From an optimization exercise on the open Yosys and OpenROAD flow, aimed at small area, a short achievable clock period and few clock cycles per item; shortcuts taken in it are not production practice.
No run shown here included a check of the RTL's function; only the layout flow was run.
Power figures rest on the tool's default switching activity, not on a simulated workload.

## flow/run.sh

```bash
#!/bin/bash
# synth_recipe.tcl (not shown) runs the flow's synth.tcl, then flattens the netlist and writes it again
# the make line also repeats each setting of config.mk as NAME=value (left out here)
make -C /OpenROAD-flow-scripts/flow DESIGN_CONFIG=/design/flow/config.mk WORK_HOME=/design/flow/orfs CLKGATE_MAP_FILE= SYNTH_SCRIPT=/design/flow/synth_recipe.tcl finish
```

## flow/design.v

```verilog
`timescale 1ns/1ns
package llc_geom_pkg;
  localparam int unsigned NUM_WAYS = 4;
  localparam int unsigned DEF_NUM_LINES = 16;
  localparam int unsigned DEF_TAG_WIDTH = 12;
endpackage
`timescale 1ns/1ns
package llc_op_pkg;
  localparam int unsigned MODE_W = 2;
  localparam logic [MODE_W-1:0] MODE_FLUSH = 2'b10;
  localparam logic [MODE_W-1:0] MODE_LOOKUP = 2'b11;
  localparam int unsigned TW_DIT_BIT = 0;
  localparam int unsigned TW_VAL_BIT = 1;
  localparam int unsigned TW_FLAG_BITS = 2;
endpackage
`timescale 1ns/1ns
import llc_geom_pkg::*;
import llc_op_pkg::*;
module llc_tag_store #(
  parameter int unsigned NumLines = DEF_NUM_LINES,
  parameter int unsigned TagWidth = DEF_TAG_WIDTH,
  localparam int unsigned IdxWidth = $clog2(NumLines)
) (
  input  logic                clk_i,
  input  logic                rst_n_i,
  input  logic                req_valid_i,
  output logic                req_ready_o,
  input  logic [MODE_W-1:0]   req_mode_i,
  input  logic [IdxWidth-1:0] req_index_i,
  input  logic [TagWidth-1:0] req_tag_i,
  input  logic                req_dirty_i,
  input  logic [NUM_WAYS-1:0] req_way_i,
  input  logic [NUM_WAYS-1:0] total_lock_i,
  output logic                res_valid_o,
  input  logic                res_ready_i,
  output logic [NUM_WAYS-1:0] res_way_o,
  output logic                res_hit_o,
  output logic                res_evict_o,
  output logic [TagWidth-1:0] res_evict_tag_o
);
  localparam int unsigned W = NUM_WAYS;
  logic [TagWidth-1:0] tag_q  [NumLines][W];
  logic [W-1:0]        val_q  [NumLines];
  logic [W-1:0]        dit_q  [NumLines];
  logic [2:0]          tree_q [NumLines];
  logic                ready_q;
  logic                b_v, c_v;
  logic                b_lk, c_lk;             
  logic [IdxWidth-1:0] b_idx, c_idx;
  logic [TagWidth-1:0] b_tag, c_tag;
  logic                b_dty, c_dty;
  logic [W-1:0]        b_way, c_way;
  logic [W-1:0]        b_lock, c_lock;
  logic [TagWidth-1:0] bt [W];
  logic [W-1:0]        bv, bd;
  logic [2:0]          btr;
  logic                wmb;                    
  logic                w2mb;                   
  logic                samec;                  
  logic [TagWidth-1:0] ct [W];
  logic [W-1:0]        cv, cd, c_hit, f_we;    
  logic [W-1:0]        c_s2, c_s3;
  logic [2:0]          ctr;
  logic                w_v;
  logic [IdxWidth-1:0] w_idx;
  logic [TagWidth-1:0] w_tag;
  logic [W-1:0]        w_twe, w_val, w_dit;
  logic [2:0]          w_tree;
  logic [TagWidth-1:0] w2_tag;
  logic [TagWidth-1:0] w3_tag;                 
  logic [W-1:0]        w2_twe, w2_val, w2_dit;
  logic [2:0]          w2_tree;
  localparam int unsigned RspW = W + 2 + TagWidth;
  logic                out_v;
  logic [RspW-1:0]     ring [3];
  logic [1:0]          r_wp, r_rp, r_cnt;
  logic accept, known, pop;
  assign req_ready_o = ready_q;
  assign res_valid_o = out_v;
  assign accept  = req_valid_i & ready_q;
  assign known   = req_mode_i[1];
  assign pop     = out_v & res_ready_i;
  logic [W-1:0]        hit, free_w, free_low, tree_oh, usable, vict, miss_way, resp_way;
  logic [W-1:0]        tag_we_w, new_val, new_dit, esel, etag_sel;
  logic [1:0]          tree_way;
  logic [2:0]          new_tree;
  logic                any_hit, up_dirty, resp_hit, resp_ev;
  logic [TagWidth-1:0] resp_etag;
  always_comb begin
    hit      = c_hit;
    any_hit  = |hit;
    free_w   = c_way & ~cv;
    free_low = free_w & (~free_w + 1'b1);
    tree_way = ctr[0] ? {1'b1, ctr[2]} : {1'b0, ctr[1]};
    tree_oh  = W'(1) << tree_way;
    usable   = c_way & ~c_lock;
    vict     = (|(tree_oh & usable)) ? tree_oh : (usable & (~usable + 1'b1));
    miss_way = (|free_w) ? free_low : vict;
    resp_hit = c_lk & any_hit;
    if (c_lk) begin
      resp_way = any_hit ? hit : miss_way;
      esel     = miss_way;
    end else begin
      resp_way = c_way;
      esel     = c_way;
    end
    resp_ev   = ~resp_hit & (|(esel & cv & cd));
    etag_sel  = esel & cv;
    resp_etag = (w_tag  & {TagWidth{|(etag_sel & f_we)}})
              | (w2_tag & {TagWidth{|(etag_sel & ~f_we & c_s2)}})
              | (w3_tag & {TagWidth{|(etag_sel & ~f_we & c_s3)}});
    for (int w = 0; w < W; w++) begin
      resp_etag = resp_etag | (ct[w] & {TagWidth{etag_sel[w] & ~f_we[w] & ~c_s2[w] & ~c_s3[w]}});
    end
    resp_etag = resp_etag & {TagWidth{~resp_hit}};
    up_dirty = c_dty & ~(|(hit & cd));
    tag_we_w = (c_lk & ~any_hit) ? miss_way : '0;
    if (c_lk) begin
      new_val = cv | tag_we_w;
      new_dit = any_hit ? (cd | (hit & {W{up_dirty}}))
                        : ((cd & ~tag_we_w) | (tag_we_w & {W{c_dty}}));
    end else begin
      new_val = cv & ~c_way;
      new_dit = cd;
    end
    new_tree = ctr;
    if (c_lk) begin
      if (|resp_way[1:0]) begin
        new_tree[0] = 1'b1;
        new_tree[1] = resp_way[0];
      end else if (|resp_way[3:2]) begin
        new_tree[0] = 1'b0;
        new_tree[2] = resp_way[2];
      end
    end
  end
  always_ff @(posedge clk_i) begin
    if (!rst_n_i) begin
      w_v <= 1'b0;
    end else begin
      w_v <= c_v;
    end
  end
  always_ff @(posedge clk_i) begin
    w_idx  <= c_idx;
    w_twe  <= tag_we_w;
    w_val  <= new_val;
    w_dit  <= new_dit;
    w_tree <= new_tree;
    w_tag  <= c_tag;
    w2_tag  <= w_tag;
    w3_tag  <= w2_tag;
    w2_twe  <= w_twe;
    w2_val  <= w_val;
    w2_dit  <= w_dit;
    w2_tree <= w_tree;
  end
  always_ff @(posedge clk_i) begin
    if (w_v) begin
      for (int w = 0; w < W; w++) begin
        if (w_twe[w]) tag_q[w_idx][w] <= w_tag;
      end
      dit_q[w_idx] <= w_dit;
    end
  end
  always_ff @(posedge clk_i) begin
    if (!rst_n_i) begin
      for (int s = 0; s < NumLines; s++) begin
        val_q[s]  <= '0;
        tree_q[s] <= '0;
      end
    end else if (w_v) begin
      val_q[w_idx]  <= w_val;
      tree_q[w_idx] <= w_tree;
    end
  end
  logic [NumLines-1:0] in_oh;
  logic [TagWidth-1:0] rd_tag [W];
  logic [W-1:0]        rd_val, rd_dit;
  logic [2:0]          rd_tree;
  always_comb begin
    in_oh   = NumLines'(1) << req_index_i;
    rd_val  = '0;
    rd_dit  = '0;
    rd_tree = '0;
    for (int w = 0; w < W; w++) rd_tag[w] = '0;
    for (int s = 0; s < NumLines; s++) begin
      for (int w = 0; w < W; w++) rd_tag[w] = rd_tag[w] | (tag_q[s][w] & {TagWidth{in_oh[s]}});
      rd_val  = rd_val  | (val_q[s]  & {W{in_oh[s]}});
      rd_dit  = rd_dit  | (dit_q[s]  & {W{in_oh[s]}});
      rd_tree = rd_tree | (tree_q[s] & {3{in_oh[s]}});
    end
  end
  logic [W-1:0]        b_s1, b_s2;           
  logic [W-1:0]        eb_val, eb_dit, eq_b;
  logic [2:0]          eb_tree;
  logic                ceq;
  always_comb begin
    for (int w = 0; w < W; w++) begin
      b_s1[w] = wmb & w_twe[w];
      b_s2[w] = ~b_s1[w] & w2mb & w2_twe[w];
      eq_b[w] = b_s1[w] ? (w_tag == b_tag) : (b_s2[w] ? (w2_tag == b_tag) : (bt[w] == b_tag));
    end
    eb_val  = wmb ? w_val  : (w2mb ? w2_val  : bv);
    eb_dit  = wmb ? w_dit  : (w2mb ? w2_dit  : bd);
    eb_tree = wmb ? w_tree : (w2mb ? w2_tree : btr);
    ceq     = (c_tag == b_tag);
  end
  always_ff @(posedge clk_i) begin
    b_lk   <= req_mode_i[0];
    b_idx  <= req_index_i;
    b_tag  <= req_tag_i;
    b_dty  <= req_dirty_i;
    b_way  <= req_way_i;
    b_lock <= total_lock_i;
    for (int w = 0; w < W; w++) bt[w] <= rd_tag[w];
    bv     <= rd_val;
    bd     <= rd_dit;
    btr    <= rd_tree;
  end
  logic [W-1:0] cv_kept;
  assign cv_kept = c_lk ? cv : (cv & ~c_way);
  always_ff @(posedge clk_i) begin
    begin
      c_lk   <= b_lk;
      c_idx  <= b_idx;
      c_tag  <= b_tag;
      c_dty  <= b_dty;
      c_way  <= b_way;
      c_lock <= b_lock;
      for (int w = 0; w < W; w++) ct[w] <= bt[w];
      c_s2   <= b_s1;
      c_s3   <= b_s2;
      if (samec) begin
        for (int w = 0; w < W; w++) begin
          c_hit[w] <= b_way[w] & (tag_we_w[w] ? ceq : (cv_kept[w] & eq_b[w]));
        end
        cv   <= new_val;
        cd   <= new_dit;
        ctr  <= new_tree;
        f_we <= tag_we_w;
      end else begin
        c_hit <= b_way & eb_val & eq_b;
        cv   <= eb_val;
        cd   <= eb_dit;
        ctr  <= eb_tree;
        f_we <= '0;
      end
    end
  end
  logic [RspW-1:0] resp, ring_head;
  logic            out_load, ring_empty, ring_push, ring_pop;
  logic [1:0]      r_cnt_n;
  assign resp       = {resp_way, resp_hit, resp_ev, resp_etag};
  assign ring_head  = ring[r_rp];
  assign ring_empty = (r_cnt == 2'd0);
  assign out_load   = ~out_v | pop;
  assign ring_pop   = out_load & ~ring_empty;
  assign ring_push  = c_v & ~(out_load & ring_empty);
  assign r_cnt_n    = r_cnt + 2'(ring_push) - 2'(ring_pop);
  always_ff @(posedge clk_i) begin
    if (out_load) begin
      {res_way_o, res_hit_o, res_evict_o, res_evict_tag_o} <= ring_empty ? resp : ring_head;
    end
    if (ring_push) ring[r_wp] <= resp;
  end
  always_ff @(posedge clk_i) begin
    if (!rst_n_i) begin
      r_wp  <= '0;
      r_rp  <= '0;
      r_cnt <= '0;
    end else begin
      if (ring_push) r_wp <= (r_wp == 2'd2) ? 2'd0 : r_wp + 2'd1;
      if (ring_pop)  r_rp <= (r_rp == 2'd2) ? 2'd0 : r_rp + 2'd1;
      r_cnt <= r_cnt_n;
    end
  end
  logic b_v_n, out_v_n;
  assign b_v_n   = accept & known;
  assign out_v_n = out_load ? (~ring_empty | c_v) : out_v;
  always_ff @(posedge clk_i) begin
    if (!rst_n_i) begin
      ready_q <= 1'b1;
      b_v     <= 1'b0;
      c_v     <= 1'b0;
      out_v   <= 1'b0;
      wmb     <= 1'b0;
      w2mb    <= 1'b0;
      samec   <= 1'b0;
    end else begin
      ready_q <= (3'(b_v_n) + 3'(b_v) + 3'(out_v_n) + 3'(r_cnt_n)) < 3'd4;
      b_v     <= b_v_n;
      c_v     <= b_v;
      out_v   <= out_v_n;
      wmb     <= c_v & (c_idx == req_index_i);
      w2mb    <= w_v & (w_idx == req_index_i);
      samec   <= b_v & (b_idx == req_index_i);
    end
  end
endmodule
```

## flow/constraint.sdc

```tcl
create_clock -name core_clock -period 5.0 [get_ports {clk_i}]
set_input_delay 1.0000 -clock core_clock [delete_from_list [all_inputs] [get_ports {clk_i}]]
set_output_delay 1.0000 -clock core_clock [all_outputs]
set_load 0.01 [all_outputs]
```

## flow/config.mk

```make
export PLATFORM = sky130hd
export DESIGN_NAME = llc_tag_store
export DESIGN_NICKNAME = llc_tag_store
export VERILOG_FILES = /design/flow/design.v
export SDC_FILE = /design/flow/constraint.sdc
export NUM_CORES = 4
export LEC_CHECK = 0
export ABC_CLOCK_PERIOD_IN_PS = 2200
export CAP_MARGIN = 20
export CORE_MARGIN = 2
export CORE_UTILIZATION = 45
export CTS_CLUSTER_DIAMETER = 90
export CTS_CLUSTER_SIZE = 26
export SETUP_SLACK_MARGIN = 2.8
export SLEW_MARGIN = 20
```

==> results of run 1 <==
## state kept, by name, indices dropped and copies added (netlist names), 48 cells and up, named ones only
name and cells:
tag_q 768, dit_q 64, val_q 64, ring 54
bt 48, ct 48, tree_q 48
## how the worst max path moves through the flow
| stage | startpoint | endpoint |
|---|---|---|
| 3_3_place_gp | req_index_i[1] | btr[0] |
| 5_1_grt | c_way[3] | res_evict_tag_o[0] |
| 6_report | ctr[2] | res_evict_tag_o[5] |
| 2_1_floorplan | res_ready_i | ready_q |
| 3_5_place_dp | req_index_i[1] | btr[0] |
| 4_1_cts | c_way[3] | res_evict_tag_o[0] |
## power by group through the flow
stage,combinational (mW),clock (mW),sequential (mW)
floorplan,0.879,0,12.4
global placement,1.39,0,12.6
detailed placement,1.42,0,12.6
global route,1.73,5.91,12.4
finish,1.61,5.51,12.4
CTS,1.45,5.56,12.3
## area by class of cell
type,instances,area [um^2]
antenna,1,2.502
clock buffer,95,1569
clock inverter,8,116.4
fill,8266,50140
inverter,14,52.55
multi-input combinational,1409,11500
sequential,1288,36050
tap,1380,1727
timing repair buffer,203,2049
## stage by stage
stage                     utilization, %  worst slack, ns  total power [mW]  area (um^2)  hold WS (ns)
after global placement             47.83            1.105             13.95        49360        0.3202
after CTS                          50.49            2.481             19.35        52110        0.3357
after global routing               51.42            2.319             20.01        53060        0.3543
after detailed placement           47.83            1.173             13.99        49360        0.3121
final                              51.42            2.410             19.47        53070        0.3343
after floorplan                        -            2.281             13.26        47110        0.3096
## Yosys cell counts (all sizes together) (12+ instances only)
cell type / instances / area share [%]
a211oi: 13 / 0.33
a21oi: 42 / 0.45
a221oi: 237 / 4.4
a22o: 248 / 4.7
a22oi: 37 / 0.59
and2: 188 / 2.5
buf: 12 / 0.12
clkbuf: 154 / 1.2
dfxtp: 272 / 12
edfxtp: 1016 / 65
inv: 14 / 0.11
mux2i: 30 / 0.64
nand2: 101 / 0.81
nand2b: 22 / 0.29
nand3: 23 / 0.25
nand4: 78 / 1.0
nor2: 96 / 0.77
nor3: 27 / 0.30
nor4: 13 / 0.20
o21ai: 60 / 0.64
o22ai: 13 / 0.17
xnor2: 74 / 1.4
xor2: 24 / 0.45
## routing by layer
layer | vias to the layer above | part of all wire, % | wire length (um)
li1 | 11602 | - | -
met5 | - | 0 | 0
met4 | 0 | 3.6 | 4956
met3 | 252 | 8.7 | 12070
met2 | 1470 | 49 | 67780
met1 | 14290 | 39 | 54430
## timing repair
| action | in CTS | in global routing |
|---|---|---|
| pin swaps | 38 | 47 |
| setup buffers | 39 | 29 |
| gates resized for setup | 373 | 144 |
| setup endpoints to repair | 1151 | 516 |
| gates cloned | 3 | 8 |
| endpoints found under the hold margin | 0 | 0 |
## worst reg2reg max path, delay by kind of cell, from the launching register on
family	cells	cell delay (ns)
compound gates	7	1.59
flops	1	0.43
simple gates	1	0.33
## cells by family (layout without fill, tap and decap cells)
kind of cell             count (synthesis)  after routing  share of synthesized area [%]
flip-flops                            1288           1288                          77.01
AO/OA/AOI/OAI                          690            691                          12.07
AND/OR/NAND/NOR                        584            585                          6.812
buffers and inverters                  180            320                          1.474
XOR/XNOR                                98             98                          1.838
multiplexers                            31             31                         0.6673
adder cells (fa/ha/maj)                  4              4                         0.1233
other                                    0              1                              0
==> qor.txt, run 1 <==
Fin crit share - 51.79%
Die height - 326.1 um
Grt met3 use - 3.550%
Yosys warns - 4
Switching power - 4.628 mW
Status - complete, no violations
Setup TNS - 0 ns
Largest net degree at the start of global routing - 70
Reg2Reg Setup Slack - 2.41 ns
Post-synth EDFFs - 1016
# setup viols final - 0
Reg power frac - 63.5%
Reg-to-reg startpoint - ctr[2]
Worst Hold Depth - 0
Die Width - 326.1 um
Syn_nets - 2910
Post-route DRC - 0
Critical path type - reg -> reg
Ports - 51
Slowest stage cell on the critical path - dfxtp_1
GPL Wtd Cong - 0.9215
Met2 Usage GRT - 42.50%
RSZ-0062 raised after global routing - true
Register bit total from synthesis - 1288
Wire length per cell - 31.66 um
Initial antenna violation count - 2
Comb pwr share - 8.3%
Worst Hold Class - reg -> reg
Worst hold path endpoint - c_lock[0]
First-pass GRT wire length - 193900 um
GR peak layer - met2
CP Launch Type - flop
Most frequent cells in the layout - edfxtp_1 (1016), a22o_1 (243), dfxtp_1 (221), a221oi_1 (212), and2_1 (123)
Slew headroom - 40.20%
WP buf/inv - 0
Via count normalized by instance count - 6.279
Asr flop ratio synth - 0%
Clock network fraction of design power - 28.3%
PortBufs - 50
Nets - 3008
Achievable Freq - 386.2 MHz
Seq/Total Area, Yosys - 77.01%
HP Start - b_lock[0]
Predominant post-synthesis flop cell - edfxtp_1
R2R cell count - 8
Worst IR Drop VDD - 299.1 uV
Number of global-route vias before repair - 26869
Slew Limit Fails - 0
Required time of the critical path - 5.43 ns
Core box area - 0.1032 mm^2
1st-pass router iterations - 5
RR Endpoint - res_evict_tag_o[5]
Synth Cell Area - 0.04669 mm^2
Switching part of the total - 23.77%
Worst Max-Slew Pin Slew - 0.8938 ns
Die ar. - 0.1063 mm^2
GRT met1 Usage - 33.63%
Critical Path AT - 3.02 ns
Commonest non-fill, non-tap cell in the layout - edfxtp_1
Root Buffer - clkbuf_16
Hold Fails Final Rpt - 0
Syn Inst Count - 2875
Gate family responsible for the most delay along the worst path - compound AO/OA/AOI/OAI gates
GRT Residual Overflow - 0
Synthesis-to-layout area growth - 13.66%
Clock Latency Late Sink - 0.68 ns
H-tree levels - 2
Placed insts - 4215
CP endpoint kind - flop
Total wire length - 139200 um
Max-cap violations - 0
CP Max Fanout - 6
Clock transition at the registers of the reported paths - 0.10 ns
Initial Utilization - 45.24%
1st-iter DRT viols - 3317
CP cell instances - and4bb_2, a41oi_4, a311o_2, o32ai_4, a21o_4, a22o_1, a211oi_2, o22ai_1
TritonCTS sink count - 1288
Non-Filler Instances - 4398
# hold bufs at CTS - 0
Yosys cell types - 68
Pwr dens - 366.8 mW/mm^2
CTS tree - yes
Clock tree buffer depth - 3
Int Pwr - 14.84 mW
Max incr delay on CP - 0.43 ns
Total GRT Usage - 25.04%
Lkg Pwr - 17.39 nW
Row count - 118
CP Depth - 8
DRT antenna net count - 0
CTS Buf Count - 57
Syn Area/Cell - 16.24 um^2
Post-layout min period - 2.590 ns
Share of layout cells above drive strength 1 - 18.40%
Via count - 27614
DP Wirelength - 78360 um
Final Skew - 0.03923 ns
==> run 2, diff against run 1 <==
--- a/flow/design.v
+++ b/flow/design.v
@@ -60,6 +60,7 @@
   logic [TagWidth-1:0] ct [W];
   logic [W-1:0]        cv, cd, c_hit, f_we;    
   logic [W-1:0]        c_s2, c_s3;
+  logic [W-1:0]        c_ulow;                
   logic [2:0]          ctr;
   logic                w_v;
   logic [IdxWidth-1:0] w_idx;
@@ -81,7 +82,10 @@
   assign known   = req_mode_i[1];
   assign pop     = out_v & res_ready_i;
   logic [W-1:0]        hit, free_w, free_low, tree_oh, usable, vict, miss_way, resp_way;
-  logic [W-1:0]        tag_we_w, new_val, new_dit, esel, etag_sel;
+  logic [W-1:0]        tag_we_w, new_val, new_dit, esel;
+  logic                tree_ok;
+  logic [TagWidth-1:0] eff_tag [W];
+  logic [TagWidth-1:0] tag_tree, tag_low, lk_etag, fl_etag;
   logic [1:0]          tree_way;
   logic [2:0]          new_tree;
   logic                any_hit, up_dirty, resp_hit, resp_ev;
@@ -94,7 +98,8 @@
     tree_way = ctr[0] ? {1'b1, ctr[2]} : {1'b0, ctr[1]};
     tree_oh  = W'(1) << tree_way;
     usable   = c_way & ~c_lock;
-    vict     = (|(tree_oh & usable)) ? tree_oh : (usable & (~usable + 1'b1));
+    tree_ok  = |(tree_oh & usable);
+    vict     = tree_ok ? tree_oh : c_ulow;
     miss_way = (|free_w) ? free_low : vict;
     resp_hit = c_lk & any_hit;
     if (c_lk) begin
@@ -105,13 +110,22 @@
       esel     = c_way;
     end
     resp_ev   = ~resp_hit & (|(esel & cv & cd));
-    etag_sel  = esel & cv;
-    resp_etag = (w_tag  & {TagWidth{|(etag_sel & f_we)}})
-              | (w2_tag & {TagWidth{|(etag_sel & ~f_we & c_s2)}})
-              | (w3_tag & {TagWidth{|(etag_sel & ~f_we & c_s3)}});
     for (int w = 0; w < W; w++) begin
-      resp_etag = resp_etag | (ct[w] & {TagWidth{etag_sel[w] & ~f_we[w] & ~c_s2[w] & ~c_s3[w]}});
+      eff_tag[w] = (w_tag  & {TagWidth{f_we[w]}})
+                 | (w2_tag & {TagWidth{~f_we[w] & c_s2[w]}})
+                 | (w3_tag & {TagWidth{~f_we[w] & c_s3[w]}})
+                 | (ct[w]  & {TagWidth{~f_we[w] & ~c_s2[w] & ~c_s3[w]}});
+    end
+    tag_tree = '0;
+    tag_low  = '0;
+    fl_etag  = '0;
+    for (int w = 0; w < W; w++) begin
+      tag_tree = tag_tree | (eff_tag[w] & {TagWidth{tree_oh[w]}});
+      tag_low  = tag_low  | (eff_tag[w] & {TagWidth{c_ulow[w]}});
+      fl_etag  = fl_etag  | (eff_tag[w] & {TagWidth{c_way[w] & cv[w]}});
     end
+    lk_etag   = (tree_ok ? tag_tree : tag_low) & {TagWidth{~(|free_w)}};
+    resp_etag = c_lk ? lk_etag : fl_etag;
     resp_etag = resp_etag & {TagWidth{~resp_hit}};
     up_dirty = c_dty & ~(|(hit & cd));
     tag_we_w = (c_lk & ~any_hit) ? miss_way : '0;
@@ -231,6 +245,7 @@
       for (int w = 0; w < W; w++) ct[w] <= bt[w];
       c_s2   <= b_s1;
       c_s3   <= b_s2;
+      c_ulow <= (b_way & ~b_lock) & (~(b_way & ~b_lock) + 1'b1);
       if (samec) begin
         for (int w = 0; w < W; w++) begin
           c_hit[w] <= b_way[w] & (tag_we_w[w] ? ceq : (cv_kept[w] & eq_b[w]));
==> run 2 against run 1 <==
Still clean on timing, DRC and antenna. Critical path depth did not move. Hold slack improved by 0.016 ns. Combinational power rose by 9.9%. Final area rose by 3.6%. Final cell count rose by 3.6%. Routed wire length rose by 7.3%. Sequential share of layout area fell by 2.1 points. Utilization rose by 0.87 points. Clock-buffer cell count rose by 2. Via count rose by 6.0%. Die area rose by 2.0%. First-iteration DRC count rose by 15%.
==> qor.txt, run 2 <==
Core box area - 0.1051 mm^2 (was 0.1032 mm^2)
Reg2Reg Setup Slack - 2.57 ns (was 2.41 ns)
Switching power - 4.884 mW (was 4.628 mW)
Largest regs - tag_q x768, dit_q x64, val_q x64 (unchanged)
First-pass GRT wire length - 208800 um (was 193900 um)
Storage cell area - 0.03617 mm^2 (was 0.03605 mm^2)
H-tree levels - 2 (unchanged)
# setup viols final - 0 (unchanged)
Initial antenna violation count - 2 (unchanged)
R2R cell count - 8 (unchanged)
Syn Inst Count - 2975 (was 2875)
CP endpoint kind - flop (unchanged)
Critical path type - reg -> reg (unchanged)
Synthesis-to-layout area growth - 15.38% (was 13.66%)
Clock network fraction of design power - 28.8% (was 28.3%)
PortBufs - 50 (unchanged)
Largest reg by FF count - tag_q (unchanged)
Share of layout cells above drive strength 1 - 20.14% (was 18.40%)
Switching part of the total - 24.49% (was 23.77%)
Root Buffer - clkbuf_16 (unchanged)
RSZ-0062 raised after global routing - true (unchanged)
Via count - 29258 (was 27614)
CP endpoint - res_way_o[2] (was res_evict_tag_o[5])
Clock transition at the registers of the reported paths - 0.10 ns (about the same)
1st-iter DRT viols - 3820 (was 3317)
Wire length per cell - 32.78 um (was 31.66 um)
Slew Limit Fails - 0 (unchanged)
Clock Latency Late Sink - 0.72 ns (was 0.68 ns)
Lkg Pwr - 18.06 nW (was 17.39 nW)
Pwr dens - 362.9 mW/mm^2 (was 366.8 mW/mm^2)
Number of global-route vias before repair - 28217 (was 26869)
Post-route DRC - 0 (unchanged)
Nets - 3150 (was 3008)
Achievable Freq - 412.2 MHz (was 386.2 MHz)
Slew headroom - 36.85% (was 40.20%)
Commonest non-fill, non-tap cell in the layout - edfxtp_1 (unchanged)
PnR worst setup slack - 2.574 ns (was 2.410 ns)
Top-count cell post-synth - edfxtp_1 (unchanged)
Area of the multi-input gates - 0.01235 mm^2 (was 0.01150 mm^2)
Yosys top cell area share - 64.04% (was 65.35%)
CTS tree - yes (unchanged)
Placed insts - 4303 (was 4215)
CP Launch Type - flop (unchanged)
DRT antenna net count - 0 (unchanged)
Reg-to-reg startpoint - ctr[1] (was ctr[2])
Yosys warns - 5 (was 4)
RR Endpoint - res_way_o[2] (was res_evict_tag_o[5])
Required time of the critical path - 5.47 ns (was 5.43 ns)
Final design area excluding fillers - 0.05497 mm^2 (was 0.05307 mm^2)
Max-cap violations - 0 (unchanged)
Design Power - 19.95 mW (was 19.47 mW)
Reg power frac - 62.4% (was 63.5%)
Final Skew - 0.04696 ns (was 0.03923 ns)
Hold Fails Final Rpt - 0 (unchanged)
Ports - 51 (unchanged)
Initial Utilization - 45.32% (was 45.24%)
CTS Buf Count - 58 (was 57)
Die ar. - 0.1085 mm^2 (was 0.1063 mm^2)
1st-pass router iterations - 5 (unchanged)
Asr flop ratio synth - 0% (unchanged)
Syn Area/Cell - 16.01 um^2 (was 16.24 um^2)
FILL cells - 8489 (was 8266)
Int Pwr - 15.06 mW (was 14.84 mW)
Critical Path AT - 2.89 ns (was 3.02 ns)
Worst Max-Slew Pin Slew - 0.9460 ns (was 0.8938 ns)
Post-layout min period - 2.426 ns (was 2.590 ns)
Predominant post-synthesis flop cell - edfxtp_1 (unchanged)
Largest register FFs - 768 (unchanged)
Syn_nets - 3010 (was 2910)
Yosys cell types - 74 (was 68)
DP Wirelength - 84550 um (was 78360 um)
GRT Residual Overflow - 0 (unchanged)
Final core occ - 52.29% (was 51.42%)
Seq/Total Area, Yosys - 75.64% (was 77.01%)
Via count normalized by instance count - 6.420 (was 6.279)
Total wire length - 149400 um (was 139200 um)
Synth Cell Area - 0.04764 mm^2 (was 0.04669 mm^2)
Total GRT Usage - 27.04% (was 25.04%)
Status - complete, no violations (unchanged)
Fin crit share - 48.52% (was 51.79%)
Largest net degree at the start of global routing - 71 (was 70)
Clock tree buffer depth - 3 (unchanged)
Most frequent cells in the layout - edfxtp_1 (1016), a22o_1 (238), a221oi_1 (229), dfxtp_1 (219), buf_4 (125) (was edfxtp_1 (1016), a22o_1 (243), dfxtp_1 (221), a221oi_1 (212), and2_1 (123))
Hold Slack - 0.3501 ns (was 0.3343 ns)
Die height - 329.4 um (was 326.1 um)
Non-Filler Instances - 4557 (was 4398)
Die Width - 329.4 um (was 326.1 um)
Top cells by area, synth - edfxtp_1 (64%), dfxtp_1 (12%), a221oi_1 (4.8%) (was edfxtp_1 (65%), dfxtp_1 (12%), a22o_1 (4.7%))
Worst IR Drop VDD - 334.2 uV (was 299.1 uV)
GPL Wtd Cong - 0.8993 (was 0.9215)
Row count - 119 (was 118)
Comb pwr share - 8.9% (was 8.3%)
Worst Hold Class - reg -> reg (unchanged)
Setup TNS - 0 ns (unchanged)
CP Max Fanout - 4 (was 6)
Register bit total from synthesis - 1292 (was 1288)
Critical path launch point - ctr[1] (was ctr[2])
TritonCTS sink count - 1292 (was 1288)
Largest area contributor in the netlist - edfxtp_1 (unchanged)
DP Worst Slack - 0.9817 ns (was 1.173 ns)
Post-synth EDFFs - 1016 (unchanged)
Post-synth top cells - edfxtp_1 (1016), dfxtp_1 (276), a221oi_1 (263) (was edfxtp_1 (1016), dfxtp_1 (272), a22o_1 (248))
Area post-placement - 0.05028 mm^2 (was 0.04936 mm^2)
[run 2: layout make-up]
class / instances / area share, %
diodes: 3 / 0.01366
flip-flops and latches: 1292 / 65.79
multi-input cells: 1496 / 22.47
well taps: 1391 / 3.166
inverters: 7 / 0.05235
clock buffers: 97 / 2.925
clock inverters: 11 / 0.3574
repair buffers: 260 / 5.224
[run 2: layer usage]
layer  vias up  global-route usage [%]  wire length (um)
met1     15200                   36.55             59550
met5         -                       0                 0
met2      1550                   44.45             71400
met4         0                   9.496              5717
met3       289                   4.444             12720
li1      12219                       -                 -
[run 2: timing repair]
item                       4_1_cts  5_1_grt
hold buffers                     0        0
pin swaps                       55       43
setup endpoints to repair     1115      683
setup buffers                   97       33
gates resized for setup        477       77
gates cloned                    12        1
[run 2: worst min path at each step]
stage / start / cells past startpoint / slack (ns) / end
after floorplan: b_dty / 0 / 0.31 / c_dty
after global placement: b_lk / 0 / 0.32 / c_lk
after detailed placement: b_lk / 0 / 0.32 / c_lk
after CTS: b_dty / 0 / 0.35 / c_dty
after global routing: b_dty / 0 / 0.36 / c_dty
final: b_dty / 0 / 0.35 / c_dty
[run 2: power by group through the flow]
stage | registers (mW) | logic (mW) | clock network (mW)
2_1_floorplan | 12.4 | 0.964 | 0
3_3_place_gp | 12.7 | 1.47 | 0
3_5_place_dp | 12.7 | 1.50 | 0
4_1_cts | 12.4 | 1.69 | 5.77
5_1_grt | 12.5 | 1.89 | 6.14
6_report | 12.4 | 1.77 | 5.74
[run 2: worst max-delay path, stage by stage, from the launching register on]
cell	delay, ns
dfxtp_4	0.39
or4b_4	0.58
a41oi_4	0.24
buf_4	0.17
buf_6	0.10
o21ai_4	0.08
a21o_1	0.20
nand2b_4	0.16
mux2_2	0.26
[run 2: cells by family (layout without fill, tap and decap cells)]
group,Yosys count,in the layout,synth area share (%)
xor+xnor,98,98,1.802
compound gates,748,749,13.02
buf+inv,191,375,1.552
mux,43,43,0.9376
fa+ha+maj,4,4,0.1208
flops,1292,1292,75.64
simple gates,599,602,6.928
other cells,0,3,0
==> run 3, diff against run 2 <==
--- a/flow/config.mk
+++ b/flow/config.mk
@@ -5,11 +5,11 @@
 export SDC_FILE = /design/flow/constraint.sdc
 export NUM_CORES = 4
 export LEC_CHECK = 0
-export ABC_CLOCK_PERIOD_IN_PS = 2200
+export ABC_CLOCK_PERIOD_IN_PS = 2000
 export CAP_MARGIN = 20
 export CORE_MARGIN = 2
 export CORE_UTILIZATION = 45
 export CTS_CLUSTER_DIAMETER = 90
 export CTS_CLUSTER_SIZE = 26
-export SETUP_SLACK_MARGIN = 2.8
+export SETUP_SLACK_MARGIN = 2.95
 export SLEW_MARGIN = 20
==> run 3 against run 2 <==
Still clean on timing, DRC and antenna. Total power rose by 1.6%. Routed wire length rose by 4.1%. Register-to-register slack got worse by 0.08 ns. Sequential cell count did not move. Hold slack got worse by 0.013 ns. Clock power rose by 2%. Largest cell class unchanged.
==> qor.txt, run 3 <==
Initial Utilization - 45.32% (unchanged)
Post-layout min period - 2.505 ns (was 2.426 ns)
Lkg Pwr - 18.95 nW (was 18.06 nW)
Asr flop ratio synth - 0% (unchanged)
Clock Latency Late Sink - 0.71 ns (was 0.72 ns)
Largest regs - tag_q x768, dit_q x64, val_q x64 (unchanged)
Clock transition at the registers of the reported paths - 0.10 ns (about the same)
DRT antenna net count - 0 (unchanged)
Design Power - 20.27 mW (was 19.95 mW)
Yosys warns - 5 (unchanged)
Achievable Freq - 399.2 MHz (was 412.2 MHz)
RSZ-0062 raised after global routing - true (unchanged)
Top cells by area, synth - edfxtp_1 (64%), dfxtp_1 (12%), a221oi_1 (4.8%) (unchanged)
Root Buffer - clkbuf_16 (unchanged)
Critical Path AT - 2.95 ns (was 2.89 ns)
Area post-placement - 0.05188 mm^2 (was 0.05028 mm^2)
Synthesis-to-layout area growth - 19.93% (was 15.38%)
Ports - 51 (unchanged)
Setup TNS - 0 ns (unchanged)
CP Max Fanout - 5 (was 4)
First-pass GRT wire length - 215000 um (was 208800 um)
Die height - 329.4 um (unchanged)
Initial antenna violation count - 10 (was 2)
CTS tree - yes (unchanged)
Post-route DRC - 0 (unchanged)
Top-count cell post-synth - edfxtp_1 (unchanged)
Via count normalized by instance count - 6.478 (was 6.420)
Seq/Total Area, Yosys - 75.64% (unchanged)
Final Skew - 0.02951 ns (was 0.04696 ns)
Final design area excluding fillers - 0.05714 mm^2 (was 0.05497 mm^2)
Required time of the critical path - 5.45 ns (was 5.47 ns)
# setup viols final - 0 (unchanged)
RR Endpoint - res_evict_tag_o[0] (was res_way_o[2])
Syn Area/Cell - 16.01 um^2 (unchanged)
Critical path launch point - ctr[0] (was ctr[1])
1st-iter DRT viols - 3460 (was 3820)
Syn Inst Count - 2975 (unchanged)
Wire length per cell - 33.77 um (was 32.78 um)
Most frequent cells in the layout - edfxtp_1 (1016), a221oi_2 (239), a22o_1 (236), dfxtp_1 (221), buf_4 (141) (was edfxtp_1 (1016), a22o_1 (238), a221oi_1 (229), dfxtp_1 (219), buf_4 (125))
Total wire length - 155600 um (was 149400 um)
Post-synth top cells - edfxtp_1 (1016), dfxtp_1 (276), a221oi_1 (263) (unchanged)
Slew headroom - 31.96% (was 36.85%)
Reg2Reg Setup Slack - 2.49 ns (was 2.57 ns)
H-tree levels - 2 (unchanged)
GRT Residual Overflow - 0 (unchanged)
Critical path type - reg -> reg (unchanged)
Die Width - 329.4 um (unchanged)
Fin crit share - 50.10% (was 48.52%)
Largest net degree at the start of global routing - 71 (unchanged)
Max-cap violations - 0 (unchanged)
Commonest non-fill, non-tap cell in the layout - edfxtp_1 (unchanged)
Worst Hold Class - reg -> reg (unchanged)
Number of global-route vias before repair - 28758 (was 28217)
Slew Limit Fails - 0 (unchanged)
Core box area - 0.1051 mm^2 (unchanged)
Largest area contributor in the netlist - edfxtp_1 (unchanged)
GPL Wtd Cong - 0.9012 (was 0.8993)
Total GRT Usage - 27.87% (was 27.04%)
Via count - 29846 (was 29258)
Yosys cell types - 74 (unchanged)
R2R cell count - 10 (was 8)
Pwr dens - 354.7 mW/mm^2 (was 362.9 mW/mm^2)
Post-synth EDFFs - 1016 (unchanged)
Status - complete, no violations (unchanged)
Syn_nets - 3010 (unchanged)
Worst IR Drop VDD - 341.6 uV (was 334.2 uV)
1st-pass router iterations - 5 (unchanged)
CP endpoint kind - flop (unchanged)
Predominant post-synthesis flop cell - edfxtp_1 (unchanged)
Clock tree buffer depth - 3 (unchanged)
Worst Max-Slew Pin Slew - 1.019 ns (was 0.9460 ns)
DP Wirelength - 88170 um (was 84550 um)
Synth Cell Area - 0.04764 mm^2 (unchanged)
Non-Filler Instances - 4607 (was 4557)
Yosys top cell area share - 64.04% (unchanged)
Largest reg by FF count - tag_q (unchanged)
Reg-to-reg startpoint - ctr[0] (was ctr[1])
Register bit total from synthesis - 1292 (unchanged)
PortBufs - 50 (unchanged)
Nets - 3200 (was 3150)
Hold Fails Final Rpt - 0 (unchanged)
PnR worst setup slack - 2.495 ns (was 2.574 ns)
CP endpoint - res_evict_tag_o[0] (was res_way_o[2])
Largest register FFs - 768 (unchanged)
Row count - 119 (unchanged)
TritonCTS sink count - 1292 (unchanged)
Placed insts - 4309 (was 4303)
FILL cells - 8231 (was 8489)
CTS Buf Count - 58 (unchanged)
Share of layout cells above drive strength 1 - 28.61% (was 20.14%)
Die ar. - 0.1085 mm^2 (unchanged)
CP Launch Type - flop (unchanged)
DP Worst Slack - 1.116 ns (was 0.9817 ns)
-- run 3: final cells by class --
class / count / area (um^2) / share of cell area (%)
timing repair buffer: 306 / 3476 / 6.083
multi-input combinational: 1500 / 13900 / 24.33
sequential: 1292 / 36160 / 63.29
clock buffer: 97 / 1662 / 2.908
tap: 1391 / 1740 / 3.046
inverter: 7 / 31.28 / 0.05474
clock inverter: 10 / 157.7 / 0.2759
antenna: 4 / 10.01 / 0.01752
-- run 3: worst min path at each step --
stage               start  cells past startpoint  endpoint
floorplan           b_dty                      0     c_dty
global placement     b_lk                      0      c_lk
detailed placement   b_lk                      0      c_lk
CTS                  b_lk                      0      c_lk
global route         b_lk                      0      c_lk
finish               b_lk                      0      c_lk
-- run 3: kinds of logic after synthesis --
| kind of cell | Yosys count | share of synthesized area, % |
|---|---|---|
| compound gates | 748 | 13.02 |
| xor+xnor | 98 | 1.802 |
| fa+ha+maj | 4 | 0.1208 |
| buf+inv | 191 | 1.552 |
| flops | 1292 | 75.64 |
| mux | 43 | 0.9376 |
| simple gates | 599 | 6.928 |
-- run 3: metrics by stage --
| step | hold slack, ns | util, % |
|---|---|---|
| after CTS | 0.3406 | 53.34 |
| after floorplan | 0.3096 | - |
| after global routing | 0.3543 | 54.35 |
| after detailed placement | 0.3175 | 49.36 |
| after global placement | 0.3198 | 49.35 |
| final | 0.3375 | 54.36 |
-- run 3: what timing repair did --
| action | in CTS | in global routing |
|---|---|---|
| setup buffers | 124 | 44 |
| pin swaps | 58 | 51 |
| setup endpoints to repair | 1251 | 755 |
| hold buffers | 0 | 0 |
| resized for setup | 440 | 142 |
| cloned | 10 | 9 |
-- run 3: layer usage --
| layer | routed length [um] | up-vias | global-route usage (%) |
|---|---|---|---|
| li1 | - | 12342 | - |
| met1 | 62670 | 15691 | 38.27 |
| met2 | 74340 | 1523 | 45.78 |
| met3 | 13040 | 282 | 4.583 |
| met4 | 5453 | 8 | 8.350 |
| met5 | 54 | - | 0 |
-- run 3: critical path, stage by stage (launching register included) --
cell	delay, ns
dfxtp_4	0.37
buf_6	0.12
or4b_4	0.51
a41oi_4	0.21
buf_6	0.14
buf_12	0.12
buf_6	0.10
o22ai_2	0.05
a221oi_2	0.20
o21bai_2	0.14
mux2_4	0.30
-- run 3: where the power goes --
part	internal, mW	leakage, nW	switching (mW)
combinational	0.890	6.43	1.06
clock	2.44	0.869	3.40
sequential	11.9	11.7	0.536
total	15.3	19.0	5.00
==> run 4, diff against run 3 <==
--- a/flow/design.v
+++ b/flow/design.v
@@ -58,9 +58,7 @@
   logic                w2mb;                   
   logic                samec;                  
   logic [TagWidth-1:0] ct [W];
-  logic [W-1:0]        cv, cd, c_hit, f_we;    
-  logic [W-1:0]        c_s2, c_s3;
-  logic [W-1:0]        c_ulow;                
+  logic [W-1:0]        cv, cd, c_eq, f_we;
   logic [2:0]          ctr;
   logic                w_v;
   logic [IdxWidth-1:0] w_idx;
@@ -68,7 +66,6 @@
   logic [W-1:0]        w_twe, w_val, w_dit;
   logic [2:0]          w_tree;
   logic [TagWidth-1:0] w2_tag;
-  logic [TagWidth-1:0] w3_tag;                 
   logic [W-1:0]        w2_twe, w2_val, w2_dit;
   logic [2:0]          w2_tree;
   localparam int unsigned RspW = W + 2 + TagWidth;
@@ -83,23 +80,23 @@
   assign pop     = out_v & res_ready_i;
   logic [W-1:0]        hit, free_w, free_low, tree_oh, usable, vict, miss_way, resp_way;
   logic [W-1:0]        tag_we_w, new_val, new_dit, esel;
-  logic                tree_ok;
-  logic [TagWidth-1:0] eff_tag [W];
-  logic [TagWidth-1:0] tag_tree, tag_low, lk_etag, fl_etag;
   logic [1:0]          tree_way;
   logic [2:0]          new_tree;
   logic                any_hit, up_dirty, resp_hit, resp_ev;
   logic [TagWidth-1:0] resp_etag;
+  logic [TagWidth-1:0] eff_ct [W];
   always_comb begin
-    hit      = c_hit;
+    for (int w = 0; w < W; w++) begin
+      eff_ct[w] = f_we[w] ? w_tag : ct[w];
+    end
+    hit      = c_way & cv & c_eq;
     any_hit  = |hit;
     free_w   = c_way & ~cv;
     free_low = free_w & (~free_w + 1'b1);
     tree_way = ctr[0] ? {1'b1, ctr[2]} : {1'b0, ctr[1]};
     tree_oh  = W'(1) << tree_way;
     usable   = c_way & ~c_lock;
-    tree_ok  = |(tree_oh & usable);
-    vict     = tree_ok ? tree_oh : c_ulow;
+    vict     = (|(tree_oh & usable)) ? tree_oh : (usable & (~usable + 1'b1));
     miss_way = (|free_w) ? free_low : vict;
     resp_hit = c_lk & any_hit;
     if (c_lk) begin
@@ -110,22 +107,10 @@
       esel     = c_way;
     end
     resp_ev   = ~resp_hit & (|(esel & cv & cd));
+    resp_etag = '0;
     for (int w = 0; w < W; w++) begin
-      eff_tag[w] = (w_tag  & {TagWidth{f_we[w]}})
-                 | (w2_tag & {TagWidth{~f_we[w] & c_s2[w]}})
-                 | (w3_tag & {TagWidth{~f_we[w] & c_s3[w]}})
-                 | (ct[w]  & {TagWidth{~f_we[w] & ~c_s2[w] & ~c_s3[w]}});
-    end
-    tag_tree = '0;
-    tag_low  = '0;
-    fl_etag  = '0;
-    for (int w = 0; w < W; w++) begin
-      tag_tree = tag_tree | (eff_tag[w] & {TagWidth{tree_oh[w]}});
-      tag_low  = tag_low  | (eff_tag[w] & {TagWidth{c_ulow[w]}});
-      fl_etag  = fl_etag  | (eff_tag[w] & {TagWidth{c_way[w] & cv[w]}});
+      resp_etag = resp_etag | (eff_ct[w] & {TagWidth{esel[w] & cv[w]}});
     end
-    lk_etag   = (tree_ok ? tag_tree : tag_low) & {TagWidth{~(|free_w)}};
-    resp_etag = c_lk ? lk_etag : fl_etag;
     resp_etag = resp_etag & {TagWidth{~resp_hit}};
     up_dirty = c_dty & ~(|(hit & cd));
     tag_we_w = (c_lk & ~any_hit) ? miss_way : '0;
@@ -163,7 +148,6 @@
     w_tree <= new_tree;
     w_tag  <= c_tag;
     w2_tag  <= w_tag;
-    w3_tag  <= w2_tag;
     w2_twe  <= w_twe;
     w2_val  <= w_val;
     w2_dit  <= w_dit;
@@ -205,15 +189,14 @@
       rd_tree = rd_tree | (tree_q[s] & {3{in_oh[s]}});
     end
   end
-  logic [W-1:0]        b_s1, b_s2;           
+  logic [TagWidth-1:0] eb_tag [W];
   logic [W-1:0]        eb_val, eb_dit, eq_b;
   logic [2:0]          eb_tree;
   logic                ceq;
   always_comb begin
     for (int w = 0; w < W; w++) begin
-      b_s1[w] = wmb & w_twe[w];
-      b_s2[w] = ~b_s1[w] & w2mb & w2_twe[w];
-      eq_b[w] = b_s1[w] ? (w_tag == b_tag) : (b_s2[w] ? (w2_tag == b_tag) : (bt[w] == b_tag));
+      eb_tag[w] = (wmb & w_twe[w]) ? w_tag : ((w2mb & w2_twe[w]) ? w2_tag : bt[w]);
+      eq_b[w]   = (eb_tag[w] == b_tag);
     end
     eb_val  = wmb ? w_val  : (w2mb ? w2_val  : bv);
     eb_dit  = wmb ? w_dit  : (w2mb ? w2_dit  : bd);
@@ -232,8 +215,6 @@
     bd     <= rd_dit;
     btr    <= rd_tree;
   end
-  logic [W-1:0] cv_kept;
-  assign cv_kept = c_lk ? cv : (cv & ~c_way);
   always_ff @(posedge clk_i) begin
     begin
       c_lk   <= b_lk;
@@ -242,20 +223,15 @@
       c_dty  <= b_dty;
       c_way  <= b_way;
       c_lock <= b_lock;
-      for (int w = 0; w < W; w++) ct[w] <= bt[w];
-      c_s2   <= b_s1;
-      c_s3   <= b_s2;
-      c_ulow <= (b_way & ~b_lock) & (~(b_way & ~b_lock) + 1'b1);
+      for (int w = 0; w < W; w++) ct[w] <= eb_tag[w];
       if (samec) begin
-        for (int w = 0; w < W; w++) begin
-          c_hit[w] <= b_way[w] & (tag_we_w[w] ? ceq : (cv_kept[w] & eq_b[w]));
-        end
+        for (int w = 0; w < W; w++) c_eq[w] <= tag_we_w[w] ? ceq : eq_b[w];
         cv   <= new_val;
         cd   <= new_dit;
         ctr  <= new_tree;
         f_we <= tag_we_w;
       end else begin
-        c_hit <= b_way & eb_val & eq_b;
+        c_eq <= eq_b;
         cv   <= eb_val;
         cd   <= eb_dit;
         ctr  <= eb_tree;
==> flow/config.mk (replaced) <==
export PLATFORM = sky130hd
export DESIGN_NAME = llc_tag_store
export DESIGN_NICKNAME = llc_tag_store
export VERILOG_FILES = /design/flow/design.v
export SDC_FILE = /design/flow/constraint.sdc
export NUM_CORES = 4
export LEC_CHECK = 0
export ABC_CLOCK_PERIOD_IN_PS = 2200
export CAP_MARGIN = 20
export CORE_MARGIN = 2
export CORE_UTILIZATION = 45
export CTS_CLUSTER_DIAMETER = 80
export CTS_CLUSTER_SIZE = 22
export SETUP_SLACK_MARGIN = 2.8
export SLEW_MARGIN = 20
==> run 4 against run 3 <==
Synthesized cell count up 4.9%. Non-clock buffer count down 26. Critical endpoint is now bt[1][10]. Still clean on timing, DRC and antenna. Clock power up 5.5%. Routed wire length down 0.70%. Clock-buffer cell count up 22. Maximum frequency up 2.1%. First-iteration DRC count up 6.0%. Final area down 2.4%. Largest power group unchanged. Via count up 1.1%.
==> qor.txt, run 4 <==
Status - complete, no violations (unchanged)
Core box area - 0.1056 mm^2 (was 0.1051 mm^2)
Met2 Usage GRT - 44.28% (was 45.78%)
CP Max Fanout - 8 (was 5)
# hold bufs at CTS - 0 (unchanged)
R2R cell count - 6 (was 10)
# setup viols final - 0 (unchanged)
Initial antenna violation count - 10 (unchanged)
Synth Cell Area - 0.04803 mm^2 (was 0.04764 mm^2)
Top-count cell post-synth - edfxtp_1 (unchanged)
Seq/Total Area, Yosys - 74.02% (was 75.64%)
Commonest non-fill, non-tap cell in the layout - edfxtp_1 (unchanged)
Grt met3 use - 4.935% (was 4.583%)
Share of layout cells above drive strength 1 - 21.07% (was 28.61%)
Achievable Freq - 407.5 MHz (was 399.2 MHz)
FILL cells - 8409 (was 8231)
Gate family responsible for the most delay along the worst path - compound AO/OA/AOI/OAI gates (unchanged)
Yosys top cell area share - 63.52% (was 64.04%)
PortBufs - 50 (unchanged)
Largest regs - tag_q x768, dit_q x64, val_q x64 (unchanged)
Final core occ - 52.83% (was 54.36%)
Post-layout min period - 2.454 ns (was 2.505 ns)
Syn_nets - 3157 (was 3010)
Largest register FFs - 768 (unchanged)
H-tree levels - 3 (was 2)
Via count - 30175 (was 29846)
GRT met1 Usage - 36.67% (was 38.27%)
Most used cell, CP - buf_12 (was buf_6)
First-pass GRT wire length - 213700 um (was 215000 um)
Largest net degree at the start of global routing - 74 (was 71)
Final Skew - 0.03444 ns (was 0.02951 ns)
CTS Buf Count - 68 (was 58)
CP Depth - 9 (was 10)
TritonCTS sink count - 1268 (was 1292)
Required time of the critical path - 5.40 ns (was 5.45 ns)
Most frequent cells in the layout - edfxtp_1 (1016), a22oi_1 (235), dfxtp_1 (218), buf_4 (149), and2_1 (122) (was edfxtp_1 (1016), a221oi_2 (239), a22o_1 (236), dfxtp_1 (221), buf_4 (141))
CP endpoint kind - flop (unchanged)
Ports - 51 (unchanged)
CP cell instances - buf_12, buf_12, nor4bb_4, buf_4, buf_12, a22o_4, a221oi_4, o2111a_1, nand4_1 (was buf_6, or4b_4, a41oi_4, buf_6, buf_12, buf_6, o22ai_2, a221oi_2, o21bai_2, mux2_4)
1st-pass router iterations - 8 (was 5)
Worst IR Drop VDD - 300.5 uV (was 341.6 uV)
Design Power - 20.22 mW (was 20.27 mW)
Die height - 330.7 um (was 329.4 um)
RSZ-0062 raised after global routing - true (unchanged)
Hold Fails Final Rpt - 0 (unchanged)
Clock transition at the registers of the reported paths - 0.09 ns (was 0.10 ns)
Critical Path AT - 2.85 ns (was 2.95 ns)
Via count normalized by instance count - 6.398 (was 6.478)
Top cells by area, synth - edfxtp_1 (64%), dfxtp_1 (11%), a22oi_1 (4.1%) (was edfxtp_1 (64%), dfxtp_1 (12%), a221oi_1 (4.8%))
Initial Utilization - 45.50% (was 45.32%)
GPL Wtd Cong - 0.9187 (was 0.9012)
Root Buffer - clkbuf_16 (unchanged)
Setup TNS - 0 ns (unchanged)
Slowest stage cell on the critical path - nand4_1 (was or4b_4)
WP buf/inv - 4 (unchanged)
Max-cap violations - 0 (unchanged)
Yosys cell types - 70 (was 74)
Worst Hold Depth - 0 (unchanged)
Area of the multi-input gates - 0.01329 mm^2 (was 0.01390 mm^2)
Max incr delay on CP - 0.34 ns (was 0.51 ns)
Largest area contributor in the netlist - edfxtp_1 (unchanged)
Asr flop ratio synth - 0% (unchanged)
1st-iter DRT viols - 3667 (was 3460)
Yosys warns - 6 (was 5)
Wire length per cell - 32.76 um (was 33.77 um)
Worst Max-Slew Pin Slew - 1.113 ns (was 1.019 ns)
Critical path type - in -> reg (was reg -> reg)
DRT antenna net count - 0 (unchanged)
PnR worst setup slack - 2.546 ns (was 2.495 ns)
GRT Residual Overflow - 0 (unchanged)
Die ar. - 0.1094 mm^2 (was 0.1085 mm^2)
Slew headroom - 25.63% (was 31.96%)
Number of global-route vias before repair - 29173 (was 28758)
Lkg Pwr - 18.27 nW (was 18.95 nW)
DP Worst Slack - 1.313 ns (was 1.116 ns)
Fin crit share - 49.08% (was 50.10%)
DP Wirelength - 93120 um (was 88170 um)
Pwr dens - 362.6 mW/mm^2 (was 354.7 mW/mm^2)
Largest reg by FF count - tag_q (unchanged)
Clock tree buffer depth - 3 (unchanged)
Syn Inst Count - 3122 (was 2975)
Post-synth EDFFs - 1016 (unchanged)
Worst Hold Class - reg -> reg (unchanged)
Post-route DRC - 0 (unchanged)
Row count - 119 (unchanged)
Total wire length - 154500 um (was 155600 um)
GR peak layer - met2 (unchanged)
Slew Limit Fails - 0 (unchanged)
Synthesis-to-layout area growth - 16.10% (was 19.93%)
CP Launch Type - primary input (was flop)
Storage cell area - 0.03563 mm^2 (was 0.03616 mm^2)
Hold Slack - 0.3302 ns (was 0.3375 ns)
Clock Latency Late Sink - 0.67 ns (was 0.71 ns)
Register bit total from synthesis - 1268 (was 1292)
CTS tree - yes (unchanged)
Predominant post-synthesis flop cell - edfxtp_1 (unchanged)
Nets - 3302 (was 3200)
Die Width - 330.7 um (was 329.4 um)
Total GRT Usage - 27.47% (was 27.87%)
Post-synth top cells - edfxtp_1 (1016), a22oi_1 (260), dfxtp_1 (252) (was edfxtp_1 (1016), dfxtp_1 (276), a221oi_1 (263))
Syn Area/Cell - 15.38 um^2 (was 16.01 um^2)
==> run 4: worst paths after layout <==
check                                     from         to  slack, ns
worst max-delay path            req_index_i[0]  bt[1][10]       2.55
worst min-delay path                  b_way[1]   c_way[1]       0.33
worst max register to register        c_way[0]      cd[3]       2.65
worst min register to register        b_way[1]   c_way[1]       0.33
==> run 4: kinds of logic after synthesis <==
family	share of synthesized area [%]
AND/OR/NAND/NOR	8.273
AO/OA/AOI/OAI	12.25
multiplexers	2.201
XOR/XNOR	1.349
flip-flops	74.02
buffers and inverters	1.787
adder cells (fa/ha/maj)	0.1198
==> run 4: report_power, final <==
group	switching, mW	internal (mW)	leakage, nW	total, mW
combinational	1.16	0.775	5.83	1.93
clock	3.41	2.75	0.985	6.16
sequential	0.387	11.7	11.5	12.1
total	4.95	15.3	18.3	20.2
==> run 4: area by class of cell <==
class | instances | area share (%)
clock buffers | 119 | 3.547
well taps | 1391 | 3.121
inverters | 11 | 0.07404
diodes | 2 | 0.008975
repair buffers | 280 | 5.371
clock inverters | 7 | 0.1436
multi-input cells | 1638 | 23.83
flip-flops and latches | 1268 | 63.90
==> run 4: layer usage <==
| layer | up-vias | part of all wire [%] |
|---|---|---|
| met1 | 15380 | 39 |
| met5 | - | 0.017 |
| met4 | 4 | 4.6 |
| met3 | 343 | 9.9 |
| li1 | 12566 | - |
| met2 | 1882 | 47 |
==> run 4: timing repair <==
action / in CTS / in global routing
endpoints found under the setup margin: 1121 / 852
resized for setup: 380 / 122
setup buffers: 78 / 47
cloned: 8 / 10
pin swaps: 46 / 61
==> run 4: per-stage QoR <==
step	instance area (um^2)	cells
floorplan	49070	3122
global placement	50920	4445
detailed placement	50920	4445
CTS	54700	4657
global route	55760	4714
finish	55770	4716
==> run 5, diff against run 4 <==
--- a/flow/config.mk
+++ b/flow/config.mk
@@ -8,7 +8,7 @@
 export ABC_CLOCK_PERIOD_IN_PS = 2200
 export CAP_MARGIN = 20
 export CORE_MARGIN = 2
-export CORE_UTILIZATION = 45
+export CORE_UTILIZATION = 55
 export CTS_CLUSTER_DIAMETER = 80
 export CTS_CLUSTER_SIZE = 22
 export SETUP_SLACK_MARGIN = 2.8
==> run 5 against run 4 <==
Global-route usage increased by 6.2 points. Clock power decreased by 1%. Final cell count decreased by 5.2%. Sequential power about the same.
==> qor.txt, run 5 <==
Seq/Total Area, Yosys - 74.02% (unchanged)
Synthesis-to-layout area growth - 15.12% (was 16.10%)
Root Buffer - clkbuf_16 (unchanged)
Total wire length - 154000 um (was 154500 um)
Largest area contributor in the netlist - edfxtp_1 (unchanged)
Nets - 3295 (was 3302)
Final Skew - 0.02704 ns (was 0.03444 ns)
Yosys top cell area share - 63.52% (unchanged)
Most frequent cells in the layout - edfxtp_1 (1016), a22oi_1 (235), dfxtp_1 (220), buf_4 (141), and2_1 (124) (was edfxtp_1 (1016), a22oi_1 (235), dfxtp_1 (218), buf_4 (149), and2_1 (122))
Reg-to-reg startpoint - c_way[0] (unchanged)
Die ar. - 0.08971 mm^2 (was 0.1094 mm^2)
Largest reg by FF count - tag_q (unchanged)
Largest net degree at the start of global routing - 74 (unchanged)
DP Wirelength - 91810 um (was 93120 um)
Synth Cell Area - 0.04803 mm^2 (unchanged)
Achievable Freq - 398.7 MHz (was 407.5 MHz)
CP Max Fanout - 6 (was 8)
# setup viols final - 0 (unchanged)
Via count - 30251 (was 30175)
CTS Buf Count - 68 (unchanged)
Clock network fraction of design power - 30.1% (was 30.5%)
Post-synth top cells - edfxtp_1 (1016), a22oi_1 (260), dfxtp_1 (252) (unchanged)
Critical path type - reg -> reg (was in -> reg)
Reg power frac - 59.9% (was 60.0%)
H-tree levels - 3 (unchanged)
Critical Path AT - 2.98 ns (was 2.85 ns)
Post-route DRC - 0 (unchanged)
1st-pass router iterations - 6 (was 8)
Core box area - 0.08662 mm^2 (was 0.1056 mm^2)
Pwr dens - 365.6 mW/mm^2 (was 362.6 mW/mm^2)
RR Endpoint - res_evict_tag_o[8] (was cd[3])
Syn Area/Cell - 15.38 um^2 (unchanged)
DRT antenna net count - 0 (unchanged)
Register bit total from synthesis - 1268 (unchanged)
Slew Limit Fails - 0 (unchanged)
Status - complete, no violations (unchanged)
TritonCTS sink count - 1268 (unchanged)
Reg2Reg Setup Slack - 2.49 ns (was 2.65 ns)
Largest regs - tag_q x768, dit_q x64, val_q x64 (unchanged)
Switching part of the total - 24.53% (was 24.51%)
Yosys warns - 6 (unchanged)
Slowest stage cell on the critical path - or4_1 (was nand4_1)
First-pass GRT wire length - 213700 um (about the same)
Top cells by area, synth - edfxtp_1 (64%), dfxtp_1 (11%), a22oi_1 (4.1%) (unchanged)
Largest register FFs - 768 (unchanged)
Design Power - 20.21 mW (was 20.22 mW)
GPL Wtd Cong - 0.8983 (was 0.9187)
Die height - 299.5 um (was 330.7 um)
Int Pwr - 15.26 mW (about the same)
Setup TNS - 0 ns (unchanged)
Slew headroom - 36.76% (was 25.63%)
Critical path launch point - c_way[0] (was req_index_i[0])
Row count - 108 (was 119)
Asr flop ratio synth - 0% (unchanged)
Required time of the critical path - 5.47 ns (was 5.40 ns)
Predominant post-synthesis flop cell - edfxtp_1 (unchanged)
R2R cell count - 8 (was 6)
1st-iter DRT viols - 4039 (was 3667)
Total GRT Usage - 33.66% (was 27.47%)
Worst Hold Class - reg -> reg (unchanged)
Max incr delay on CP - 0.51 ns (was 0.34 ns)
Worst Max-Slew Pin Slew - 0.9463 ns (was 1.113 ns)
Fin crit share - 50.16% (was 49.08%)
Commonest non-fill, non-tap cell in the layout - edfxtp_1 (unchanged)
Share of layout cells above drive strength 1 - 20.71% (was 21.07%)
Initial Utilization - 55.45% (was 45.50%)
Clock Latency Late Sink - 0.66 ns (was 0.67 ns)
Final core occ - 63.84% (was 52.83%)
CP Launch Type - flop (was primary input)
CP cell instances - nor2b_4, or4_1, a311o_2, buf_12, a211oi_2, nor3_2, buf_4, o22ai_2 (was buf_12, buf_12, nor4bb_4, buf_4, buf_12, a22o_4, a221oi_4, o2111a_1, nand4_1)
RSZ-0062 raised after global routing - true (unchanged)
Ports - 51 (unchanged)
CTS tree - yes (unchanged)
Syn_nets - 3157 (unchanged)
Hold Fails Final Rpt - 0 (unchanged)
Syn Inst Count - 3122 (unchanged)
Wire length per cell - 34.44 um (was 32.76 um)
Hold Slack - 0.3293 ns (was 0.3302 ns)
PortBufs - 50 (unchanged)
Top-count cell post-synth - edfxtp_1 (unchanged)
Lkg Pwr - 18.23 nW (was 18.27 nW)
CP endpoint - res_evict_tag_o[8] (was bt[1][10])
Yosys cell types - 70 (unchanged)
Comb pwr share - 10.0% (was 9.6%)
Initial antenna violation count - 13 (was 10)
Via count normalized by instance count - 6.765 (was 6.398)
GRT Residual Overflow - 0 (unchanged)
Number of global-route vias before repair - 28646 (was 29173)
Clock tree buffer depth - 3 (unchanged)
Switching power - 4.958 mW (was 4.955 mW)
Max-cap violations - 0 (unchanged)
CP endpoint kind - flop (unchanged)
Clock transition at the registers of the reported paths - 0.09 ns (about the same)
Post-layout min period - 2.508 ns (was 2.454 ns)
Post-synth EDFFs - 1016 (unchanged)
Die Width - 299.5 um (was 330.7 um)
Worst IR Drop VDD - 305.1 uV (was 300.5 uV)
Worst Hold Depth - 0 (unchanged)
-- run 5: cell counts after synthesis --
No cell type changed its count.
-- run 5: how the worst min path moves through the flow --
stage,end,start,slack [ns]
detailed placement,c_way[3],b_way[3],0.31
finish,c_way[1],b_way[1],0.33
floorplan,c_dty,b_dty,0.31
global placement,c_lk,b_lk,0.32
CTS,c_way[1],b_way[1],0.33
global route,c_way[1],b_way[1],0.33
-- run 5: per-layer routing --
metal,wire [um],vias to the layer above,share of wire [%],track usage (%)
met5,69,-,0.045,0
met4,7230,10,4.7,14.50
met3,15370,355,10,5.284
met2,72470,1868,47,53.53
met1,58890,15424,38,46.53
li1,-,12594,-,-
-- run 5: kinds of logic (layout without fill, tap and decap cells) --
group	count (synthesis)	count (layout)	synth area share [%]
muxes	103	103	2.201
DFF	1268	1268	74.02
xor gates and xnor gates	74	74	1.349
adders and majority gates	4	4	0.1198
and+or+nand+nor	689	695	8.273
AOI/OAI and AO/OA	762	762	12.25
other	0	4	0
buffers and inverters	222	407	1.787
-- run 5: metrics by stage --
step                instances  cell area, um^2  setup WS [ns]
floorplan                3122            49070          2.284
global placement         4221            50690          1.281
detailed placement       4221            50700          1.253
CTS                      4440            54520          2.482
global route             4468            55280          2.463
finish                   4472            55290          2.492
-- run 5: worst max-delay path, delay by kind of cell (launching register included) --
kind	cells	cell delay, ns
simple gates	3	0.71
buf+inv	2	0.33
compound gates	3	0.92
flops	1	0.36
-- run 5: power groups by stage --
stage	Sequential, mW	Clock, mW	Combinational, mW
finish	12.1	6.09	2.02
global placement	12.3	0	1.66
CTS	12.1	6.11	1.88
detailed placement	12.3	0	1.70
global route	12.1	6.48	2.14
floorplan	12.2	0	1.03
-- run 5: repair_timing --
action                                   CTS  global route
setup buffers                             87            21
cloned                                     9             7
hold buffers                               0             0
endpoints found under the setup margin  1121           842
gates resized for setup                  394           114
pin swaps                                 49            30
-- run 5: final cells by class --
class,instances,area [um^2]
antenna,4,10.01
clock buffer,112,1921
multi-input combinational,1638,13210
sequential,1268,35620
timing repair buffer,273,2907
tap,1155,1445
fill,6238,31330
clock inverter,11,137.6
inverter,11,41.29

port drivers added, routing unchanged:
The flow's constraints put no driver on any port. The routed layouts listed below were extracted and timed again, unchanged, in two steps.
Step 1 sets driving cells, clkbuf_16 on the clock port and buf_2 on the other inputs (assumed; they add their load-dependent delay and slew).
Step 2 adds t to the input delays and takes it off the output delays; t is the mean of the earliest and latest rising clock arrival at the registers after step 1. Input paths then give back, and output paths get back, about the clock's delay inside the block.
Slacks: no drivers / after step 1 / after step 2; pairs: no drivers / after step 1.
| run | shift t [ns] | setup slack, ns | hold WS [ns] | pins driven straight from the clock port |
|---|---|---|---|---|
| run 1 | 0.741 | 2.410 / 2.410 / 2.048 | 0.334 / 0.334 / 0.334 | 1 |
| run 2 | 0.786 | 2.574 / 2.574 / 2.085 | 0.350 / 0.350 / 0.350 | 1 |
| run 3 | 0.766 | 2.495 / 2.495 / 2.129 | 0.338 / 0.338 / 0.338 | 1 |
| run 4 | 0.733 | 2.546 / 2.527 / 1.794 | 0.330 / 0.330 / 0.330 | 1 |
| run 5 | 0.724 | 2.492 / 2.492 / 2.035 | 0.329 / 0.329 / 0.329 | 1 |
After both steps setup and hold are still met in every run listed. The setup slack of run 4, which loses most, moves by -0.019 ns with the drivers and by -0.752 ns with both steps.
